Context: an optimization exercise on an open-source flow, tuned for small area, a short achievable clock period and few clock cycles. The choices shown serve that exercise and are no tape-out recipe. Only simulation tests tie the RTL to the original design; equivalence was not proved.

## trial 36
Design idct_top, start of the top module:
module idct_top (
	input  logic                 clock,
	input  logic                 resetn,
	input  logic                 start_i,
	input  logic [4:0]           block_row_i,
	input  logic [5:0]           block_col_i,
	input  sram_pkg::sram_data_t sram_read_data_i,
	output sram_pkg::sram_addr_t sram_address_o,
	output sram_pkg::sram_data_t sram_write_data_o,
	output logic                 sram_we_n_o,
	output logic                 done_o
);
Size: ~2600 cells after synthesis, about 500 flip-flops, roughly 27000 um^2 of cells after synthesis.
clock: 13.0 ns
lec_check: 0
cap_margin: 20
core_margin: 2
core_utilization: 70
cts_cluster_diameter: 100
cts_cluster_size: 24
setup_slack_margin: 5
slew_margin: 20
standard.sh (not shown) runs the stock make flow with config.mk's settings and CLKGATE_MAP_FILE= SYNTH_SCRIPT=/design/flow/synth_recipe.tcl, a recipe that flattens the netlist after the stock synthesis.
==> flow/flow/run.sh <==
#!/bin/bash
# The standard layout (standard.sh: ORFS from synthesis to the final
# layout), with timing repair aiming for a setup slack well above zero so
# that the layout reaches a shorter period than the 13 ns it is signed off at.
bash standard.sh SETUP_SLACK_MARGIN=9.3 finish > standard.log 2>&1
Trial 36: all stages complete, timing, DRC and antenna checks passed
Testbench counts of trial 36, summed over its fixed seeds: cycles 34,304.
Here is what was changed in the inputs of build 34 compared with trial 36.
Settings: CORE_UTILIZATION changed from 70 to 65.
==> run notes <==
The non-clock buffer count number comes out lower for trial 36 vs build 34. Global-route wire length before repair in build 34 vs trial 36: down about 1.3%. Taking trial 36 as the reference, in build 34 core utilization decreased by 5.5 points relative to the old numbers. Per the comparison of build 34 with trial 36, total met2 wirelength after detailed routing decreased 1.7%, total number of cells along the worst setup path picked up an extra 1.

========
run a:
The RTL this note starts from:
==> flow/design.v <==
`default_nettype none
package sram_pkg;
	typedef logic [17:0] sram_addr_t;
	typedef logic [15:0] sram_data_t;
	typedef logic [4:0]  buf_addr_t;    
	typedef logic [31:0] buf_word_t;    
endpackage
`default_nettype wire
`default_nettype none
package idct_pkg;
	typedef logic signed [15:0] sample_t;     
	typedef logic signed [15:0] coeff_t;      
	typedef logic signed [31:0] product_t;
	typedef logic signed [31:0] acc_t;        
	typedef logic [5:0]         coeff_idx_t;  
endpackage
`default_nettype wire
`timescale 1ns/1ps
`default_nettype none
module idct_top (
	input  logic                 clock,
	input  logic                 resetn,
	input  logic                 start_i,
	input  logic [4:0]           block_row_i,
	input  logic [5:0]           block_col_i,
	input  sram_pkg::sram_data_t sram_read_data_i,
	output sram_pkg::sram_addr_t sram_address_o,
	output sram_pkg::sram_data_t sram_write_data_o,
	output logic                 sram_we_n_o,
	output logic                 done_o
);
	logic        busy;
	logic [7:0]  slot;
	logic [7:0]  ns;       
	logic        go;       
	logic [14:0] lp;       
	logic [14:0] base;
	assign go   = start_i && !busy;
	assign ns   = busy ? slot + 8'd1 : 8'd0;
	assign base = {(9'd150 + {4'd0, block_row_i} + {2'd0, block_row_i, 2'b00}), block_col_i};
	logic       ns_rd, ns_wdir, ns_wbuf, ns_wlast;
	logic [2:0] ns_wrow, ns_wj;
	always_comb begin
		ns_rd    = !ns[7] && !ns[3];
		ns_wdir  = !ns[7] && ns[3:1] == 3'b111;
		ns_wlast = ns[7] && ns[6:0] <= 7'd5;
		ns_wbuf  = !ns[7] && ns[3] && ns[2:0] <= 3'd5 && ns[6:4] != 3'd0;
		ns_wrow  = ns_wdir ? ns[6:4] : ns[6:4] - 3'd1;    
		case ({ns_wdir, ns[2:0]})
			4'b1110: ns_wj = 3'd0;
			4'b1111: ns_wj = 3'd7;
			4'b0000: ns_wj = 3'd2;
			4'b0001: ns_wj = 3'd5;
			4'b0010: ns_wj = 3'd3;
			4'b0011: ns_wj = 3'd4;
			4'b0100: ns_wj = 3'd1;
			default: ns_wj = 3'd6;
		endcase
	end
	function automatic logic [2:0] k_of(input logic [2:0] step);
		case (step)
			3'd0:    k_of = 3'd1;
			3'd1:    k_of = 3'd2;
			3'd2:    k_of = 3'd3;
			3'd3:    k_of = 3'd6;
			3'd4:    k_of = 3'd7;
			3'd5:    k_of = 3'd0;
			3'd6:    k_of = 3'd5;
			default: k_of = 3'd4;
		endcase
	endfunction
	logic [17:0] addr_q;
	logic        we_q;     
	logic        done_q;
	always_ff @(posedge clock or negedge resetn) begin
		if (!resetn) begin
			busy   <= 1'b0;
			slot   <= '0;
			done_q <= 1'b0;
			we_q   <= 1'b0;
		end else begin
			if (go) begin
				busy   <= 1'b1;
				slot   <= '0;
				done_q <= 1'b0;
			end else if (busy) begin
				slot <= ns;
				if (slot == 8'd133) begin
					busy   <= 1'b0;
					done_q <= 1'b1;
				end
			end
			we_q <= (busy || go) && (ns_wdir || ns_wbuf || ns_wlast);
		end
	end
	always_ff @(posedge clock) begin
		if (go)
			lp <= base;
		else if (busy && slot[3:0] == 4'd7)
			lp <= lp + 15'd40;    
		if (go)
			addr_q <= {base, k_of(3'd0)};
		else if (ns_rd)
			addr_q <= {lp, k_of(ns[2:0])};
		else
			addr_q <= {12'd0, ns_wrow, ns_wj};
	end
	assign sram_address_o = addr_q;
	assign sram_we_n_o    = !we_q;
	assign done_o         = done_q;
	logic arrive;
	assign arrive = busy && slot[3:0] >= 4'd2 && slot[3:0] <= 4'd9 && slot <= 8'd129;
	logic signed [15:0] s_q;
	always_ff @(posedge clock)
		s_q <= arrive ? sram_read_data_i : 16'd0;
	logic [15:0] s2;
	logic [17:0] t3q;
	logic [18:0] t5q;
	always_ff @(posedge clock) begin
		s2  <= s_q;
		t3q <= {{2{s_q[15]}}, s_q} + {s_q[15], s_q, 1'b0};
		t5q <= {{3{s_q[15]}}, s_q} + {s_q[15], s_q, 2'b00};
	end
	logic [2:0] ns_stepl, ns_step;
	logic       ns_proc;
	assign ns_stepl = 3'(ns[3:0] - 4'd4);
	assign ns_step  = 3'(ns[3:0] - 4'd5);
	assign ns_proc  = (busy || go) && ns[3:0] >= 4'd5 && ns[3:0] <= 4'd12 && !ns[7];
	localparam logic [31:0] NEG = {8'h8E, 8'h1E, 8'h00, 8'hD4};   
	logic [1:0] lsel;      
	logic       first;     
	logic [3:0] neg;
	logic       cv_sub;    
	logic       bshift;    
	always_ff @(posedge clock) begin
		case (ns_stepl)
			3'd1, 3'd3: lsel <= 2'b10;    
			3'd5, 3'd7: lsel <= 2'b11;    
			default:    lsel <= 2'b00;    
		endcase
		first <= ns_proc && ns_step[2:1] == 2'd0;
		for (int x = 0; x < 4; x++)
			neg[x] <= ns_proc && NEG[8*x + ns_step];
		cv_sub <= ns[3:0] == 4'd14 || ns[3:0] == 4'd0 || ns[3:0] == 4'd2 || ns[3:0] == 4'd4;
		bshift <= !(ns[3:0] == 4'd5 || ns[3:0] == 4'd6 || ns[3:0] == 4'd13 || ns[3:0] == 4'd14);
	end
	logic [23:0] sx, t3, t5;
	logic [23:0] p2008, p1892, p1448, p1702, p1137, p783, p399;
	always_comb begin
		sx    = {{8{s2[15]}}, s2};
		t3    = {{6{t3q[17]}}, t3q};
		t5    = {{5{t5q[18]}}, t5q};
		p2008 = (sx << 11) - (t5 << 3);
		p1892 = (sx << 11) - (t5 << 5) + (sx << 2);
		p1448 = (sx << 11) - (t5 << 7) + (t5 << 3);
		p1702 = (t3 << 9) + (t5 << 5) + (t3 << 1);
		p1137 = (sx << 10) + (sx << 7) - (sx << 4) + sx;
		p783  = (t3 << 8) + (sx << 4) - sx;
		p399  = (t3 << 7) + (t3 << 2) + t3;
	end
	logic [23:0] lane0, lane1, lane2, lane3;
	always_ff @(posedge clock) begin
		case (lsel)
			2'b10: begin
				lane0 <= p1892; lane1 <= p783; lane2 <= p783; lane3 <= p1892;
			end
			2'b11: begin
				lane0 <= p1448; lane1 <= p1448; lane2 <= p1448; lane3 <= p1448;
			end
			default: begin
				lane0 <= p2008; lane1 <= p1702; lane2 <= p1137; lane3 <= p399;
			end
		endcase
	end
	logic [23:0] r0, r1, r2, r3, r4, r5, r6, r7;
	logic [23:0] a0, a1, a2, a3;
	always_comb begin
		a0 = (first ? 24'd0 : r0) + (lane0 ^ {24{neg[0]}}) + {23'd0, neg[0]};
		a1 = (first ? 24'd0 : r1) + (lane1 ^ {24{neg[1]}}) + {23'd0, neg[1]};
		a2 = (first ? 24'd0 : r2) + (lane2 ^ {24{neg[2]}}) + {23'd0, neg[2]};
		a3 = (first ? 24'd0 : r3) + (lane3 ^ {24{neg[3]}}) + {23'd0, neg[3]};
	end
	always_ff @(posedge clock) begin
		r0 <= r6; r1 <= r4; r2 <= r7; r3 <= r5;
		r4 <= a0; r5 <= a1; r6 <= a2; r7 <= a3;
	end
	logic [23:0] cv_b, cv;
	assign cv_b = cv_sub ? ~r4 : r6;
	assign cv   = r0 + cv_b + {23'd0, cv_sub};
	logic [15:0] bq0, bq1, bq2, bq3, bq4, bq5;
	always_ff @(posedge clock) begin
		if (bshift) begin
			bq0 <= bq1; bq1 <= bq2; bq2 <= bq3; bq3 <= bq4; bq4 <= bq5;
			bq5 <= cv[23:8];
		end
	end
	logic [15:0] wd_q;
	always_ff @(posedge clock)
		wd_q <= (ns_wdir || ns[7]) ? cv[23:8] : bq0;
	assign sram_write_data_o = wd_q;
endmodule
`default_nettype wire
export LEC_CHECK = 0
export CAP_MARGIN = 20
export CORE_MARGIN = 2
export CORE_UTILIZATION = 65
export SETUP_SLACK_MARGIN = 5
export SLEW_MARGIN = 20
create_clock -name core_clock -period 13.0 [get_ports {clock}]
==> flow/flow/run.sh <==
#!/bin/bash
# Standard layout, with timing repair aiming well below the clock period.
bash standard.sh SETUP_SLACK_MARGIN=9.5 finish > standard.log 2>&1
Testbench counts of run a, summed over its fixed seeds: cycles 34,560.
Inputs modified between run a and run b:
==> flow/run.sh (new file) <==
#!/bin/bash
# synth_recipe.tcl (not shown) runs the flow's synth.tcl, then flattens the netlist and writes it again
# the make line also repeats each setting of config.mk as NAME=value (left out here)
make -C /OpenROAD-flow-scripts/flow DESIGN_CONFIG=/design/flow/config.mk WORK_HOME=/design/flow/orfs CLKGATE_MAP_FILE= SYNTH_SCRIPT=/design/flow/synth_recipe.tcl finish
removed: flow/flow/run.sh
removed: flow/standard.sh
Findings:
- Compare run b and run a | pre-CTS setup slack lower: run a
- Run b vs. run a: post-detailed-placement cell area roughly the same.

========
idct_top, a different RTL version from the one above (not shown whole).
For scale: about 500 flip-flops.
==> flow/config.mk <==
export PLATFORM = sky130hd
export DESIGN_NAME = idct_top
export DESIGN_NICKNAME = idct_top
export VERILOG_FILES = /design/flow/design.v
export SDC_FILE = /design/flow/constraint.sdc
export NUM_CORES = 4
export LEC_CHECK = 0
export CAP_MARGIN = 20
export CORE_MARGIN = 2
export CORE_UTILIZATION = 65
export SETUP_SLACK_MARGIN = 5
export SLEW_MARGIN = 20
==> flow/constraint.sdc <==
create_clock -name core_clock -period 13.0 [get_ports {clock}]
set_input_delay 2.6000 -clock core_clock [delete_from_list [all_inputs] [get_ports {clock}]]
set_output_delay 2.6000 -clock core_clock [all_outputs]
set_load 0.01 [all_outputs]
==> flow/flow/run.sh <==
#!/bin/bash
# The standard layout (standard.sh: ORFS from synthesis to the final
# layout), with timing repair aiming for a setup slack well above zero so
# that the layout reaches a shorter period than the 13 ns it is signed off at.
bash standard.sh SETUP_SLACK_MARGIN=9.3 finish > standard.log 2>&1
Testbench counts at the start, summed over its fixed seeds: cycles 34,304.
==> next run, changes <==
--- a/flow/config.mk
+++ b/flow/config.mk
@@ -10,0 +11,2 @@
+export CTS_CLUSTER_DIAMETER = 100
+export CTS_CLUSTER_SIZE = 30
Result:
- non-clock buffer count came out higher by 2
- cell area came out lower by 3.5%
- register-to-register slack improved by 110 ps

========
idct_top, a different RTL version from the one above (not shown whole).
For scale: ~2500 cells after synthesis, ~480 flip-flops, about 66 I/O pins, about 27000 um^2 of cells after synthesis.
export LEC_CHECK = 0
export CAP_MARGIN = 20
export CORE_MARGIN = 2
export CORE_UTILIZATION = 65
export CTS_CLUSTER_DIAMETER = 100
export CTS_CLUSTER_SIZE = 24
export SETUP_SLACK_MARGIN = 5
export SLEW_MARGIN = 20
create_clock -name core_clock -period 13.0 [get_ports {clock}]
==> flow/flow/run.sh <==
#!/bin/bash
# The standard layout (standard.sh: ORFS from synthesis to the final
# layout), with timing repair aiming for a setup slack well above zero so
# that the layout reaches a shorter period than the 13 ns it is signed off at.
bash standard.sh SETUP_SLACK_MARGIN=9.4 finish > standard.log 2>&1
The first run went through all stages and came out clean.
Testbench counts at the start, summed over its fixed seeds: cycles 34,304.
Rerun with:
==> flow/flow/run.sh (replaced) <==
#!/bin/bash
# The standard layout (standard.sh: ORFS from synthesis to the final
# layout), with timing repair aiming for a setup slack well above zero so
# that the layout reaches a shorter period than the 13 ns it is signed off at.
bash standard.sh SETUP_SLACK_MARGIN=9.3 finish > standard.log 2>&1
=>
- The changed run completed with no timing, DRC or antenna violations
- utilization shrinks by 0.92 points
- worst hold slack loses 0.0063 ns
- critical path depth is unchanged
- synthesized area stays the same
- setup slack loses 0.014 ns
- first-iteration DRC count shrinks by about 10%
- wire length shrinks by 1.3%
- via count shrinks by 0.55%

-- separate check: timing with driven ports --
Ports are ideal in the flow. The routed layouts listed here were re-timed in OpenROAD.
Step 1 sets driving cells, clkbuf_16 on the clock port and buf_2 on the other inputs (assumed; they add their load-dependent delay and slew).
Step 2, shift: input delay + t, output delay - t, t = (earliest + latest rising clock arrival at the registers) / 2. This alone moves slack from input paths to output paths.
a / b / c = ideal / step 1 / step 2; a / b = the first two.
run	shift t [ns]	slack for setup (ns)	latest minus earliest clock arrival (ns)	worst register clock-pin slew, ns
trial 36	0.635	9.282 / 9.223 / 8.756	0.019 / 0.019	0.11 / 0.11
build 34	0.643	9.284 / 9.223 / 8.787	0.022 / 0.023	0.10 / 0.10
run a	0.675	9.264 / 9.202 / 8.638	0.015 / 0.015	0.07 / 0.07
run b	0.679	8.421 / 8.421 / 7.982	0.041 / 0.041	0.07 / 0.07
the first run of note 3	0.672	9.251 / 9.190 / 8.793	0.040 / 0.040	0.07 / 0.07
the second run of note 3	0.636	9.272 / 9.209 / 8.815	0.032 / 0.032	0.12 / 0.12
the first run of note 4	0.627	9.288 / 9.227 / 8.867	0.024 / 0.024	0.10 / 0.10
the second run of note 4	0.629	9.274 / 9.217 / 8.826	0.028 / 0.027	0.11 / 0.11
After both steps every run listed still meets setup and hold. For run a, which loses most, drivers alone change the setup slack by -0.062 ns; drivers and shift together by -0.626 ns.
